This is an optimization exercise on Yosys and OpenROAD, whose aim is small area, a short achievable clock period and few clock cycles, not a production implementation. In this exercise RTL edits were held to simulation tests only and were not proved equivalent to the original. Power figures rest on the tool's default switching activity, not on a simulated workload.

==> wip/indigo <==
## systolic_tpu
module systolic_tpu
(
    input  logic                   clk,
    input  logic                   rst_n,
    input  logic                   start_valid,
    output logic                   start_ready,
    input  logic [DIM_W-1:0]       k_dim,
    input  logic [DIM_W-1:0]       m_dim,
    input  logic [DIM_W-1:0]       n_dim,
    output logic [INDEX_W-1:0]     a_index,
    input  logic [OPND_WORD_W-1:0] a_data,
    output logic [INDEX_W-1:0]     b_index,
    input  logic [OPND_WORD_W-1:0] b_data,
    output logic                   c_wr_en,
    output logic [INDEX_W-1:0]     c_index,
    output logic [C_WORD_W-1:0]    c_data
);
Settings: LEC_CHECK=0, CAP_MARGIN=20, CORE_MARGIN=2, CORE_UTILIZATION=40, SETUP_SLACK_MARGIN=2.5, SLEW_MARGIN=20; clock period 7.0 ns.
run.sh (not shown) runs the stock make flow with config.mk's settings and CLKGATE_MAP_FILE= SYNTH_SCRIPT=/design/flow/synth_recipe.tcl, a recipe that flattens the netlist after the stock synthesis.
==> wip/tundra: changes against wip/indigo <==
--- a/flow/design.v
+++ b/flow/design.v
@@ -1,12 +1,12 @@
 package tpu_pkg;
     localparam int ARRAY_DIM = 4;
     localparam int DATA_W = 8;
     localparam int ACC_W  = 32;
     localparam int SUM_W  = 24;
-    localparam int NCY    = 11;
+    localparam int NCY    = 8;
     localparam int OPND_WORD_W = ARRAY_DIM * DATA_W;
     localparam int C_WORD_W = ARRAY_DIM * ACC_W;
     localparam int INDEX_W = 16;
     localparam int IDX_W = 14;
     localparam int DIM_W = 8;
     localparam logic [1:0] PH_READ  = 2'd0;
@@ -311,13 +311,13 @@
         assign d1 = b_in[2*j+1:2*j] == 2'd1;
         assign d2 = b_in[2*j+1:2*j] == 2'd2;
         assign d3 = b_in[2*j+1:2*j] == 2'd3;
         assign pp[j*10 +: 10] = ({10{d1}} & a1) | ({10{d2}} & a2) | ({10{d3}} & a3_in);
     end
     assign sg = s & {SUM_W{!clear}};
-    assign cg = cy & {11{!clear}};
+    assign cg = cy & {8{!clear}};
     assign s1 = pp[4] ^ pp[12];
     assign c2 = pp[4] & pp[12];
     assign s3 = pp[5] ^ pp[13];
     assign c4 = pp[5] & pp[13];
     assign s5 = pp[6] ^ pp[14] ^ pp[22];
     assign c6 = (pp[6] & pp[14]) | (pp[6] & pp[22]) | (pp[14] & pp[22]);
@@ -404,28 +404,97 @@
     assign {cy_d[2], s_d[5:4]} = 3'({s61, s59}) + 3'({c60, c58});
     assign {cy_d[3], s_d[7:6]} = 3'({s65, s63}) + 3'({c64, c62});
     assign {cy_d[4], s_d[9:8]} = 3'({s69, s67}) + 3'({c68, c66});
     assign {cy_d[5], s_d[11:10]} = 3'({s73, s71}) + 3'({c72, c70});
     assign {cy_d[6], s_d[13:12]} = 3'({s77, s75}) + 3'({c76, c74});
     assign {cy_d[7], s_d[15:14]} = 3'({s81, s79}) + 3'({c80, c78});
-    assign {cy_d[8], s_d[17:16]} = 3'({sg[17], s83}) + 3'({c84, c82});
-    assign {cy_d[9], s_d[19:18]} = 3'({sg[19], sg[18]}) + 3'({1'b0, cg[8]});
-    assign {cy_d[10], s_d[21:20]} = 3'({sg[21], sg[20]}) + 3'({1'b0, cg[9]});
-    assign s_d[23:22] = {sg[23], sg[22]} + {1'b0, cg[10]};
+    assign s_d[23:16] = {sg[23], sg[22], sg[21], sg[20], sg[19], sg[18], sg[17], s83} + {1'b0, 1'b0, 1'b0, 1'b0, 1'b0, 1'b0, c84, c82};
     always_ff @(posedge clk) begin
         s  <= s_d;
         cy <= cy_d;
     end
 endmodule
 module sum_resolve
 (
     input  logic [SUM_W-1:0] s,
     input  logic [NCY-1:0]   cy,
     output logic [SUM_W-1:0] sum
 );
-    assign sum = s + ((SUM_W'(cy[0]) << 2) | (SUM_W'(cy[1]) << 4) | (SUM_W'(cy[2]) << 6) | (SUM_W'(cy[3]) << 8) | (SUM_W'(cy[4]) << 10) | (SUM_W'(cy[5]) << 12) | (SUM_W'(cy[6]) << 14) | (SUM_W'(cy[7]) << 16) | (SUM_W'(cy[8]) << 18) | (SUM_W'(cy[9]) << 20) | (SUM_W'(cy[10]) << 22));
+    logic [NCY:0] cin;
+    logic [NCY-1:0] g;
+    logic [NCY-1:0] p;
+    assign sum[1:0] = s[1:0];
+    assign g[0] = &s[3:2] & cy[0];
+    assign p[0] = (&s[3:2] & !cy[0]) | (s[3:2] == 2'd2 & cy[0]);
+    assign g[1] = &s[5:4] & cy[1];
+    assign p[1] = (&s[5:4] & !cy[1]) | (s[5:4] == 2'd2 & cy[1]);
+    assign g[2] = &s[7:6] & cy[2];
+    assign p[2] = (&s[7:6] & !cy[2]) | (s[7:6] == 2'd2 & cy[2]);
+    assign g[3] = &s[9:8] & cy[3];
+    assign p[3] = (&s[9:8] & !cy[3]) | (s[9:8] == 2'd2 & cy[3]);
+    assign g[4] = &s[11:10] & cy[4];
+    assign p[4] = (&s[11:10] & !cy[4]) | (s[11:10] == 2'd2 & cy[4]);
+    assign g[5] = &s[13:12] & cy[5];
+    assign p[5] = (&s[13:12] & !cy[5]) | (s[13:12] == 2'd2 & cy[5]);
+    assign g[6] = &s[15:14] & cy[6];
+    assign p[6] = (&s[15:14] & !cy[6]) | (s[15:14] == 2'd2 & cy[6]);
+    assign g[7] = &s[23:16] & cy[7];
+    assign p[7] = (&s[23:16] & !cy[7]) | (s[23:16] == 8'd254 & cy[7]);
+    logic gk0_1, pk0_1;
+    assign gk0_1 = g[1] | (p[1] & g[0]);
+    assign pk0_1 = p[1] & p[0];
+    logic gk0_3, pk0_3;
+    assign gk0_3 = g[3] | (p[3] & g[2]);
+    assign pk0_3 = p[3] & p[2];
+    logic gk0_5, pk0_5;
+    assign gk0_5 = g[5] | (p[5] & g[4]);
+    assign pk0_5 = p[5] & p[4];
+    logic gk0_7, pk0_7;
+    assign gk0_7 = g[7] | (p[7] & g[6]);
+    assign pk0_7 = p[7] & p[6];
+    logic gk1_2, pk1_2;
+    assign gk1_2 = g[2] | (p[2] & gk0_1);
+    assign pk1_2 = p[2] & pk0_1;
+    logic gk1_3, pk1_3;
+    assign gk1_3 = gk0_3 | (pk0_3 & gk0_1);
+    assign pk1_3 = pk0_3 & pk0_1;
+    logic gk1_6, pk1_6;
+    assign gk1_6 = g[6] | (p[6] & gk0_5);
+    assign pk1_6 = p[6] & pk0_5;
+    logic gk1_7, pk1_7;
+    assign gk1_7 = gk0_7 | (pk0_7 & gk0_5);
+    assign pk1_7 = pk0_7 & pk0_5;
+    logic gk2_4, pk2_4;
+    assign gk2_4 = g[4] | (p[4] & gk1_3);
+    assign pk2_4 = p[4] & pk1_3;
+    logic gk2_5, pk2_5;
+    assign gk2_5 = gk0_5 | (pk0_5 & gk1_3);
+    assign pk2_5 = pk0_5 & pk1_3;
+    logic gk2_6, pk2_6;
+    assign gk2_6 = gk1_6 | (pk1_6 & gk1_3);
+    assign pk2_6 = pk1_6 & pk1_3;
+    logic gk2_7, pk2_7;
+    assign gk2_7 = gk1_7 | (pk1_7 & gk1_3);
+    assign pk2_7 = pk1_7 & pk1_3;
+    assign cin[0] = 1'b0;
+    assign cin[1] = g[0];
+    assign cin[2] = gk0_1;
+    assign cin[3] = gk1_2;
+    assign cin[4] = gk1_3;
+    assign cin[5] = gk2_4;
+    assign cin[6] = gk2_5;
+    assign cin[7] = gk2_6;
+    assign cin[8] = gk2_7;
+    assign sum[3:2] = s[3:2] + 2'(cy[0]) + 2'(cin[0]);
+    assign sum[5:4] = s[5:4] + 2'(cy[1]) + 2'(cin[1]);
+    assign sum[7:6] = s[7:6] + 2'(cy[2]) + 2'(cin[2]);
+    assign sum[9:8] = s[9:8] + 2'(cy[3]) + 2'(cin[3]);
+    assign sum[11:10] = s[11:10] + 2'(cy[4]) + 2'(cin[4]);
+    assign sum[13:12] = s[13:12] + 2'(cy[5]) + 2'(cin[5]);
+    assign sum[15:14] = s[15:14] + 2'(cy[6]) + 2'(cin[6]);
+    assign sum[23:16] = s[23:16] + 8'(cy[7]) + 8'(cin[7]);
 endmodule
 `timescale 1ns/1ps
 import tpu_pkg::*;
 module result_drain
 (
     input  logic                                 clk,
@@ -439,51 +508,51 @@
     output logic [INDEX_W-1:0]                   c_index,
     output logic [C_WORD_W-1:0]                  c_data
 );
     logic             wpend;
     logic [1:0]       wn_m1;
     logic             take;
-    logic [1:0]       wcol;
+    logic [3:0]       wsel;
     logic [1:0]       wrem;
     logic [IDX_W-1:0] c_idx;
     logic [SUM_W-1:0] c_sum [ARRAY_DIM];
     always_ff @(posedge clk or negedge rst_n) begin
         if (!rst_n) begin
             wpend   <= 1'b0;
             wn_m1   <= '0;
             take    <= 1'b0;
-            wcol    <= '0;
+            wsel    <= '0;
             wrem    <= '0;
             c_wr_en <= 1'b0;
         end else begin
             wpend   <= tile_done;
             wn_m1   <= tile_cols_m1;
             c_wr_en <= take;
             if (wpend) begin
                 take <= 1'b1;
-                wcol <= '0;
+                wsel <= 4'b0001;
                 wrem <= wn_m1;
             end else if (take && wrem != '0) begin
-                wcol <= wcol + 1'b1;
+                wsel <= {wsel[2:0], 1'b0};
                 wrem <= wrem - 1'b1;
             end else begin
                 take <= 1'b0;
             end
         end
     end
     for (genvar r = 0; r < ARRAY_DIM; r++) begin : g_lane
         logic [SUM_W-1:0] s_sel;
         logic [NCY-1:0]   cy_sel;
         logic [SUM_W-1:0] sum;
         always_comb begin
-            case (wcol)
-                2'd0:    begin s_sel = s_flat[(r*ARRAY_DIM+0)*SUM_W +: SUM_W]; cy_sel = cy_flat[(r*ARRAY_DIM+0)*NCY +: NCY]; end
-                2'd1:    begin s_sel = s_flat[(r*ARRAY_DIM+1)*SUM_W +: SUM_W]; cy_sel = cy_flat[(r*ARRAY_DIM+1)*NCY +: NCY]; end
-                2'd2:    begin s_sel = s_flat[(r*ARRAY_DIM+2)*SUM_W +: SUM_W]; cy_sel = cy_flat[(r*ARRAY_DIM+2)*NCY +: NCY]; end
-                default: begin s_sel = s_flat[(r*ARRAY_DIM+3)*SUM_W +: SUM_W]; cy_sel = cy_flat[(r*ARRAY_DIM+3)*NCY +: NCY]; end
-            endcase
+            s_sel  = '0;
+            cy_sel = '0;
+            for (int c = 0; c < ARRAY_DIM; c++) begin
+                s_sel  = s_sel  | ({SUM_W{wsel[c]}} & s_flat[(r*ARRAY_DIM+c)*SUM_W +: SUM_W]);
+                cy_sel = cy_sel | ({NCY{wsel[c]}}   & cy_flat[(r*ARRAY_DIM+c)*NCY +: NCY]);
+            end
         end
         sum_resolve sum_resolve_i (
             .s   (s_sel),
             .cy  (cy_sel),
             .sum (sum)
         );
==> flow/config.mk (replaced) <==
export PLATFORM = sky130hd
export DESIGN_NAME = systolic_tpu
export DESIGN_NICKNAME = systolic_tpu
export VERILOG_FILES = /design/flow/design.v
export SDC_FILE = /design/flow/constraint.sdc
export NUM_CORES = 4
export LEC_CHECK = 0
export ABC_AREA = 1
export CAP_MARGIN = 20
export CORE_MARGIN = 2
export CORE_UTILIZATION = 55
export CTS_BUF_LIST = sky130_fd_sc_hd__clkbuf_4 sky130_fd_sc_hd__clkbuf_8
export SETUP_SLACK_MARGIN = 3.5
export SLEW_MARGIN = 20
==> run notes <==
| item | wip/indigo | wip/tundra |
|---|---|---|
| Run status | complete, no violations | complete, no violations |
| Reg power frac | 28.0% | 26.4% |
| R2R cell count | 11 | 9 |
| Adder and majority gate portion of the synthesized area | 27.99% | 28.34% |
| Share of synthesized registers carrying an async set or reset | 8.948% | 9.578% |
| Highest achievable clock rate | 232.0 MHz | 286.1 MHz |
| Cell area after placement | 71960 sq um | 67420 sq um |
| Total Routing Usage GR | 24.53% | 37.59% |
| Endpoint of the lowest-slack register-to-register path | result_drain_i.c_sum[0][23] | g_row[1].g_col[2].mac_pe_i.s[7] |
| Area of the die | 173900 sq um | 119800 sq um |
| Cell with the biggest individual delay on the critical path | sky130_fd_sc_hd__buf_4 | sky130_fd_sc_hd__fa_1 |
| Wire length of the first global-routing pass | 321500 um | 336600 um |
| Global Route met1 Usage | 32.42% | 50.95% |
| Count of filler cells inserted in the layout | 15822 | 9957 |
| Share of the cycle needed by the critical path after routing | 61.57% | 49.94% |
| Buffer type at the clock tree root | sky130_fd_sc_hd__clkbuf_16 | sky130_fd_sc_hd__clkbuf_8 |
| Length of routed met3 wiring | 16080 um | 24880 um |
| Clock Power | 0.00683 W | 0.00578 W |
| Global routing usage on met3 | 4.404% | 9.003% |
| Clock-cell share of area | 5.644% | 4.960% |
Testbench counts of wip/indigo, summed over its fixed seeds: cycles 41,281.
Testbench counts of wip/tundra, summed over its fixed seeds: cycles 41,281.

* * *

==> run a <==
systolic_tpu, a different RTL version from the one above (not shown whole).
Settings: LEC_CHECK=0, ABC_AREA=1, CAP_MARGIN=20, CORE_MARGIN=2, CORE_UTILIZATION=55, SETUP_SLACK_MARGIN=4.0, SLEW_MARGIN=20, TNS_END_PERCENT=5; clock period 7.0 ns.
==> inputs of run b, as changes to run a <==
--- a/flow/design.v
+++ b/flow/design.v
@@ -3,12 +3,14 @@
     localparam int DATA_W = 8;
     localparam int ACC_W  = 32;
     localparam int SUM_W  = 24;
     localparam int NCY    = 6;
     localparam int OPND_WORD_W = ARRAY_DIM * DATA_W;
     localparam int C_WORD_W = ARRAY_DIM * ACC_W;
+    localparam int BSEL_W = 12;
+    localparam int BSEL_WORD_W = ARRAY_DIM * BSEL_W;
     localparam int INDEX_W = 16;
     localparam int IDX_W = 14;
     localparam int DIM_W = 8;
     localparam logic [1:0] PH_READ  = 2'd0;
     localparam logic [1:0] PH_GAP   = 2'd1;
     localparam logic [1:0] PH_DRAIN = 2'd2;
@@ -158,19 +160,30 @@
     input  logic                                 rd,
     input  logic                                 first_k,
     input  logic [OPND_WORD_W-1:0]               a_data,
     input  logic [OPND_WORD_W-1:0]               b_data,
     output logic [OPND_WORD_W-1:0]               a_col,
     output logic [ARRAY_DIM*(DATA_W+2)-1:0]      a3_col,
-    output logic [ARRAY_DIM*OPND_WORD_W-1:0]     b_col,
+    output logic [ARRAY_DIM*BSEL_WORD_W-1:0]     bsel_col,
     output logic [ARRAY_DIM-1:0]                 clr_col
 );
-    logic [OPND_WORD_W-1:0] b_dly [ARRAY_DIM];
+    logic [BSEL_WORD_W-1:0] b_dly [ARRAY_DIM];
     logic                   clr_dly [ARRAY_DIM];
+    logic [BSEL_WORD_W-1:0] b_sel;
+    always_comb begin
+        for (int l = 0; l < ARRAY_DIM; l++) begin
+            for (int j = 0; j < 4; j++) begin
+                for (int m = 1; m <= 3; m++) begin
+                    b_sel[BSEL_WORD_W-BSEL_W*(l+1) + 3*j + m-1] =
+                        b_data[OPND_WORD_W-DATA_W*(l+1) + 2*j +: 2] == 2'(m);
+                end
+            end
+        end
+    end
     always_ff @(posedge clk) begin
-        b_dly[0]   <= b_data;
+        b_dly[0]   <= b_sel;
         clr_dly[0] <= rd && first_k;
         for (int c = 1; c < ARRAY_DIM; c++) begin
             b_dly[c]   <= b_dly[c-1];
             clr_dly[c] <= clr_dly[c-1];
         end
     end
@@ -194,25 +207,25 @@
         end
         always_ff @(posedge clk) begin
             a3_q <= a3_in;
         end
         assign a3_col[c*(DATA_W+2) +: DATA_W+2]               = a3_q;
         assign a_col[OPND_WORD_W-1-c*DATA_W -: DATA_W]        = a_dly[c];
-        assign b_col[c*OPND_WORD_W +: OPND_WORD_W]            = b_dly[c];
+        assign bsel_col[c*BSEL_WORD_W +: BSEL_WORD_W]         = b_dly[c];
         assign clr_col[c]                                     = clr_dly[c];
     end
 endmodule
 `timescale 1ns/1ps
 import tpu_pkg::*;
 module mac_pe
 (
     input  logic              clk,
     input  logic              clear,
     input  logic [DATA_W-1:0] a_in,
     input  logic [DATA_W+1:0] a3_in,
-    input  logic [DATA_W-1:0] b_in,
+    input  logic [BSEL_W-1:0] bsel_in,
     output logic [SUM_W-1:0]  s,
     output logic [NCY-1:0]   cy
 );
     logic [39:0]      pp;
     logic [SUM_W-1:0] sg;
     logic [NCY-1:0]   cg;
@@ -299,15 +312,15 @@
     logic [DATA_W+1:0] a1;
     logic [DATA_W+1:0] a2;
     assign a1 = {2'b00, a_in};
     assign a2 = {1'b0, a_in, 1'b0};
     for (genvar j = 0; j < 4; j++) begin : g_pp
         logic d1, d2, d3;
-        assign d1 = b_in[2*j+1:2*j] == 2'd1;
-        assign d2 = b_in[2*j+1:2*j] == 2'd2;
-        assign d3 = b_in[2*j+1:2*j] == 2'd3;
+        assign d1 = bsel_in[3*j];
+        assign d2 = bsel_in[3*j+1];
+        assign d3 = bsel_in[3*j+2];
         assign pp[j*10 +: 10] = ({10{d1}} & a1) | ({10{d2}} & a2) | ({10{d3}} & a3_in);
     end
     assign sg = s & {SUM_W{!clear}};
     assign cg = cy & {6{!clear}};
     assign s1 = pp[4] ^ pp[12];
     assign c2 = pp[4] & pp[12];
@@ -451,33 +464,37 @@
     output logic [C_WORD_W-1:0]                  c_data
 );
     logic             wpend;
     logic [1:0]       wn_m1;
     logic             take;
     logic [3:0]       wsel;
+    logic [3:0]       wsel_n;
     logic [1:0]       wrem;
     logic [IDX_W-1:0] c_idx;
     logic [SUM_W-1:0] c_sum [ARRAY_DIM];
     always_ff @(posedge clk or negedge rst_n) begin
         if (!rst_n) begin
             wpend   <= 1'b0;
             wn_m1   <= '0;
             take    <= 1'b0;
             wsel    <= '0;
+            wsel_n  <= '1;
             wrem    <= '0;
             c_wr_en <= 1'b0;
         end else begin
             wpend   <= tile_done;
             wn_m1   <= tile_cols_m1;
             c_wr_en <= take;
             if (wpend) begin
                 take <= 1'b1;
                 wsel <= 4'b0001;
+                wsel_n <= 4'b1110;
                 wrem <= wn_m1;
             end else if (take && wrem != '0) begin
                 wsel <= {wsel[2:0], 1'b0};
+                wsel_n <= {wsel_n[2:0], 1'b1};
                 wrem <= wrem - 1'b1;
             end else begin
                 take <= 1'b0;
             end
         end
     end
@@ -486,14 +503,16 @@
         logic [NCY-1:0]   cy_sel;
         logic [SUM_W-1:0] sum;
         always_comb begin
             s_sel  = '0;
             cy_sel = '0;
             for (int c = 0; c < ARRAY_DIM; c++) begin
-                s_sel  = s_sel  | ({SUM_W{wsel[c]}} & s_flat[(r*ARRAY_DIM+c)*SUM_W +: SUM_W]);
-                cy_sel = cy_sel | ({NCY{wsel[c]}}   & cy_flat[(r*ARRAY_DIM+c)*NCY +: NCY]);
+                logic sel;
+                sel    = r % 2 == 0 ? wsel[c] : !wsel_n[c];
+                s_sel  = s_sel  | ({SUM_W{sel}} & s_flat[(r*ARRAY_DIM+c)*SUM_W +: SUM_W]);
+                cy_sel = cy_sel | ({NCY{sel}}   & cy_flat[(r*ARRAY_DIM+c)*NCY +: NCY]);
             end
         end
         sum_resolve sum_resolve_i (
             .s   (s_sel),
             .cy  (cy_sel),
             .sum (sum)
@@ -537,13 +556,13 @@
     logic                                 first_k;
     logic                                 tile_done;
     logic [1:0]                           tile_cols_m1;
     logic [ARRAY_DIM-1:0]                 clr_col;
     logic [OPND_WORD_W-1:0]               a_col;
     logic [ARRAY_DIM*(DATA_W+2)-1:0]      a3_col;
-    logic [ARRAY_DIM*OPND_WORD_W-1:0]     b_col;
+    logic [ARRAY_DIM*BSEL_WORD_W-1:0]     bsel_col;
     logic [ARRAY_DIM*ARRAY_DIM*SUM_W-1:0] s_flat;
     logic [ARRAY_DIM*ARRAY_DIM*NCY-1:0]   cy_flat;
     tile_sequencer tile_sequencer_i (
         .clk          (clk),
         .rst_n        (rst_n),
         .start_valid  (start_valid),
@@ -563,23 +582,23 @@
         .rd      (rd),
         .first_k (first_k),
         .a_data  (a_data),
         .b_data  (b_data),
         .a_col   (a_col),
         .a3_col  (a3_col),
-        .b_col   (b_col),
+        .bsel_col(bsel_col),
         .clr_col (clr_col)
     );
     for (genvar r = 0; r < ARRAY_DIM; r++) begin : g_row
         for (genvar c = 0; c < ARRAY_DIM; c++) begin : g_col
             mac_pe mac_pe_i (
                 .clk   (clk),
                 .clear (clr_col[c]),
                 .a_in  (a_col[OPND_WORD_W-1-c*DATA_W -: DATA_W]),
                 .a3_in (a3_col[c*(DATA_W+2) +: DATA_W+2]),
-                .b_in  (b_col[c*OPND_WORD_W + OPND_WORD_W-1-r*DATA_W -: DATA_W]),
+                .bsel_in (bsel_col[c*BSEL_WORD_W + BSEL_WORD_W-1-r*BSEL_W -: BSEL_W]),
                 .s     (s_flat[(r*ARRAY_DIM+c)*SUM_W +: SUM_W]),
                 .cy    (cy_flat[(r*ARRAY_DIM+c)*NCY +: NCY])
             );
         end
     end
     result_drain result_drain_i (
CORE_UTILIZATION = 65   (was 55)
SETUP_SLACK_MARGIN = 3.7   (was 4.0)
TNS_END_PERCENT = 10   (was 5)
==> inputs of run c, as changes to run a <==
--- a/flow/design.v
+++ b/flow/design.v
@@ -3,12 +3,14 @@
     localparam int DATA_W = 8;
     localparam int ACC_W  = 32;
     localparam int SUM_W  = 24;
     localparam int NCY    = 6;
     localparam int OPND_WORD_W = ARRAY_DIM * DATA_W;
     localparam int C_WORD_W = ARRAY_DIM * ACC_W;
+    localparam int BSEL_W = 12;
+    localparam int BSEL_WORD_W = ARRAY_DIM * BSEL_W;
     localparam int INDEX_W = 16;
     localparam int IDX_W = 14;
     localparam int DIM_W = 8;
     localparam logic [1:0] PH_READ  = 2'd0;
     localparam logic [1:0] PH_GAP   = 2'd1;
     localparam logic [1:0] PH_DRAIN = 2'd2;
@@ -158,19 +160,30 @@
     input  logic                                 rd,
     input  logic                                 first_k,
     input  logic [OPND_WORD_W-1:0]               a_data,
     input  logic [OPND_WORD_W-1:0]               b_data,
     output logic [OPND_WORD_W-1:0]               a_col,
     output logic [ARRAY_DIM*(DATA_W+2)-1:0]      a3_col,
-    output logic [ARRAY_DIM*OPND_WORD_W-1:0]     b_col,
+    output logic [ARRAY_DIM*BSEL_WORD_W-1:0]     bsel_col,
     output logic [ARRAY_DIM-1:0]                 clr_col
 );
-    logic [OPND_WORD_W-1:0] b_dly [ARRAY_DIM];
+    logic [BSEL_WORD_W-1:0] b_dly [ARRAY_DIM];
     logic                   clr_dly [ARRAY_DIM];
+    logic [BSEL_WORD_W-1:0] b_sel;
+    always_comb begin
+        for (int l = 0; l < ARRAY_DIM; l++) begin
+            for (int j = 0; j < 4; j++) begin
+                for (int m = 1; m <= 3; m++) begin
+                    b_sel[BSEL_WORD_W-BSEL_W*(l+1) + 3*j + m-1] =
+                        b_data[OPND_WORD_W-DATA_W*(l+1) + 2*j +: 2] == 2'(m);
+                end
+            end
+        end
+    end
     always_ff @(posedge clk) begin
-        b_dly[0]   <= b_data;
+        b_dly[0]   <= b_sel;
         clr_dly[0] <= rd && first_k;
         for (int c = 1; c < ARRAY_DIM; c++) begin
             b_dly[c]   <= b_dly[c-1];
             clr_dly[c] <= clr_dly[c-1];
         end
     end
@@ -194,25 +207,25 @@
         end
         always_ff @(posedge clk) begin
             a3_q <= a3_in;
         end
         assign a3_col[c*(DATA_W+2) +: DATA_W+2]               = a3_q;
         assign a_col[OPND_WORD_W-1-c*DATA_W -: DATA_W]        = a_dly[c];
-        assign b_col[c*OPND_WORD_W +: OPND_WORD_W]            = b_dly[c];
+        assign bsel_col[c*BSEL_WORD_W +: BSEL_WORD_W]         = b_dly[c];
         assign clr_col[c]                                     = clr_dly[c];
     end
 endmodule
 `timescale 1ns/1ps
 import tpu_pkg::*;
 module mac_pe
 (
     input  logic              clk,
     input  logic              clear,
     input  logic [DATA_W-1:0] a_in,
     input  logic [DATA_W+1:0] a3_in,
-    input  logic [DATA_W-1:0] b_in,
+    input  logic [BSEL_W-1:0] bsel_in,
     output logic [SUM_W-1:0]  s,
     output logic [NCY-1:0]   cy
 );
     logic [39:0]      pp;
     logic [SUM_W-1:0] sg;
     logic [NCY-1:0]   cg;
@@ -299,15 +312,15 @@
     logic [DATA_W+1:0] a1;
     logic [DATA_W+1:0] a2;
     assign a1 = {2'b00, a_in};
     assign a2 = {1'b0, a_in, 1'b0};
     for (genvar j = 0; j < 4; j++) begin : g_pp
         logic d1, d2, d3;
-        assign d1 = b_in[2*j+1:2*j] == 2'd1;
-        assign d2 = b_in[2*j+1:2*j] == 2'd2;
-        assign d3 = b_in[2*j+1:2*j] == 2'd3;
+        assign d1 = bsel_in[3*j];
+        assign d2 = bsel_in[3*j+1];
+        assign d3 = bsel_in[3*j+2];
         assign pp[j*10 +: 10] = ({10{d1}} & a1) | ({10{d2}} & a2) | ({10{d3}} & a3_in);
     end
     assign sg = s & {SUM_W{!clear}};
     assign cg = cy & {6{!clear}};
     assign s1 = pp[4] ^ pp[12];
     assign c2 = pp[4] & pp[12];
@@ -451,33 +464,37 @@
     output logic [C_WORD_W-1:0]                  c_data
 );
     logic             wpend;
     logic [1:0]       wn_m1;
     logic             take;
     logic [3:0]       wsel;
+    logic [3:0]       wsel_n;
     logic [1:0]       wrem;
     logic [IDX_W-1:0] c_idx;
     logic [SUM_W-1:0] c_sum [ARRAY_DIM];
     always_ff @(posedge clk or negedge rst_n) begin
         if (!rst_n) begin
             wpend   <= 1'b0;
             wn_m1   <= '0;
             take    <= 1'b0;
             wsel    <= '0;
+            wsel_n  <= '1;
             wrem    <= '0;
             c_wr_en <= 1'b0;
         end else begin
             wpend   <= tile_done;
             wn_m1   <= tile_cols_m1;
             c_wr_en <= take;
             if (wpend) begin
                 take <= 1'b1;
                 wsel <= 4'b0001;
+                wsel_n <= 4'b1110;
                 wrem <= wn_m1;
             end else if (take && wrem != '0) begin
                 wsel <= {wsel[2:0], 1'b0};
+                wsel_n <= {wsel_n[2:0], 1'b1};
                 wrem <= wrem - 1'b1;
             end else begin
                 take <= 1'b0;
             end
         end
     end
@@ -486,14 +503,16 @@
         logic [NCY-1:0]   cy_sel;
         logic [SUM_W-1:0] sum;
         always_comb begin
             s_sel  = '0;
             cy_sel = '0;
             for (int c = 0; c < ARRAY_DIM; c++) begin
-                s_sel  = s_sel  | ({SUM_W{wsel[c]}} & s_flat[(r*ARRAY_DIM+c)*SUM_W +: SUM_W]);
-                cy_sel = cy_sel | ({NCY{wsel[c]}}   & cy_flat[(r*ARRAY_DIM+c)*NCY +: NCY]);
+                logic sel;
+                sel    = r % 2 == 0 ? wsel[c] : !wsel_n[c];
+                s_sel  = s_sel  | ({SUM_W{sel}} & s_flat[(r*ARRAY_DIM+c)*SUM_W +: SUM_W]);
+                cy_sel = cy_sel | ({NCY{sel}}   & cy_flat[(r*ARRAY_DIM+c)*NCY +: NCY]);
             end
         end
         sum_resolve sum_resolve_i (
             .s   (s_sel),
             .cy  (cy_sel),
             .sum (sum)
@@ -537,13 +556,13 @@
     logic                                 first_k;
     logic                                 tile_done;
     logic [1:0]                           tile_cols_m1;
     logic [ARRAY_DIM-1:0]                 clr_col;
     logic [OPND_WORD_W-1:0]               a_col;
     logic [ARRAY_DIM*(DATA_W+2)-1:0]      a3_col;
-    logic [ARRAY_DIM*OPND_WORD_W-1:0]     b_col;
+    logic [ARRAY_DIM*BSEL_WORD_W-1:0]     bsel_col;
     logic [ARRAY_DIM*ARRAY_DIM*SUM_W-1:0] s_flat;
     logic [ARRAY_DIM*ARRAY_DIM*NCY-1:0]   cy_flat;
     tile_sequencer tile_sequencer_i (
         .clk          (clk),
         .rst_n        (rst_n),
         .start_valid  (start_valid),
@@ -563,23 +582,23 @@
         .rd      (rd),
         .first_k (first_k),
         .a_data  (a_data),
         .b_data  (b_data),
         .a_col   (a_col),
         .a3_col  (a3_col),
-        .b_col   (b_col),
+        .bsel_col(bsel_col),
         .clr_col (clr_col)
     );
     for (genvar r = 0; r < ARRAY_DIM; r++) begin : g_row
         for (genvar c = 0; c < ARRAY_DIM; c++) begin : g_col
             mac_pe mac_pe_i (
                 .clk   (clk),
                 .clear (clr_col[c]),
                 .a_in  (a_col[OPND_WORD_W-1-c*DATA_W -: DATA_W]),
                 .a3_in (a3_col[c*(DATA_W+2) +: DATA_W+2]),
-                .b_in  (b_col[c*OPND_WORD_W + OPND_WORD_W-1-r*DATA_W -: DATA_W]),
+                .bsel_in (bsel_col[c*BSEL_WORD_W + BSEL_WORD_W-1-r*BSEL_W -: BSEL_W]),
                 .s     (s_flat[(r*ARRAY_DIM+c)*SUM_W +: SUM_W]),
                 .cy    (cy_flat[(r*ARRAY_DIM+c)*NCY +: NCY])
             );
         end
     end
     result_drain result_drain_i (
==> comparison <==
Fmax: run c > run a > run b. Total power: run c > run b > run a. Die area: run c > run a > run b. First-iteration DRC count: run b > run c > run a. Against run a, the sequential share of layout area of run c is higher by 2.0 points. The lowest design area belongs to run b, the highest to run a. Against run b, the clock power of run a is smaller by about 0.8%. The lowest register-to-register slack belongs to run b, the highest to run c.
==> figures <==
	run a	run c	run b
Buffer and inverter count on the worst path	3	5	5
Initial Utilization	55.2%	55.5%	65.5%
Overall die width	342 µm	349 µm	321 µm
Power attributed to combinational cells	13.3 mW	22.1 mW	21.4 mW
Overall power consumption	27.5 mW	38.1 mW	37.4 mW
Routed Wire Length	226,000 µm	220,000 µm	213,000 µm
Number of storage elements in the synthesis netlist	939	1,007	1,007
Switching power	11.4 mW	17.6 mW	17.5 mW
Reg-to-Reg End	g_row[1].g_col[1].mac_pe_i.s[9]$_DFF_P_	g_row[0].g_col[1].mac_pe_i.s[14]$_DFF_P_	g_row[2].g_col[2].mac_pe_i.s[11]$_DFF_P_
Share of the core filled with cells in the final layout	67.2%	63.6%	73.1%
Portion of synthesized cell area occupied by the leading cell type	26.2%	27.1%	27.1%
Count of cells resized by post-cts repair	627	321	78
FF/Latch Area	19,900 µm²	21,100 µm²	21,000 µm²
Vias in the first global route	53,259	53,359	54,512
Routability Congestion	1.00	0.948	0.970
Run status	finished clean	finished clean	finished clean
Multiplexer share of the synthesized area	0%	0.0153%	0.0153%
Testbench counts of run a, summed over its fixed seeds: cycles 41,281.
Testbench counts of run b, summed over its fixed seeds: cycles 41,281.
Testbench counts of run c, summed over its fixed seeds: cycles 41,281.

## separate check: timing with driven ports
Ports are ideal in the flow. The routed layouts listed here were re-timed in OpenROAD. Step 1 sets driving cells, clkbuf_16 on the clock port and buf_2 on the other inputs (assumed; they add their load-dependent delay and slew). Step 2, shift: input delay + t, output delay - t, t = (earliest + latest rising clock arrival at the registers) / 2. This alone moves slack from input paths to output paths. Slacks: ideal ports / drivers / drivers and shift; pairs: ideal ports / drivers.
run	t (ns)	setup WS [ns]	pins driven straight from the clock port
wip/indigo	0.857	2.690 / 2.690 / 2.690	1
wip/tundra	1.004	3.504 / 3.500 / 2.953	1
run a	0.806	3.646 / 3.636 / 3.335	1
run b	0.791	3.601 / 3.601 / 3.090	1
run c	0.810	3.752 / 3.724 / 3.413	1
After both steps every run listed still meets setup and hold. For wip/tundra, which loses most, drivers alone change the setup slack by -0.004 ns; drivers and shift together by -0.551 ns.
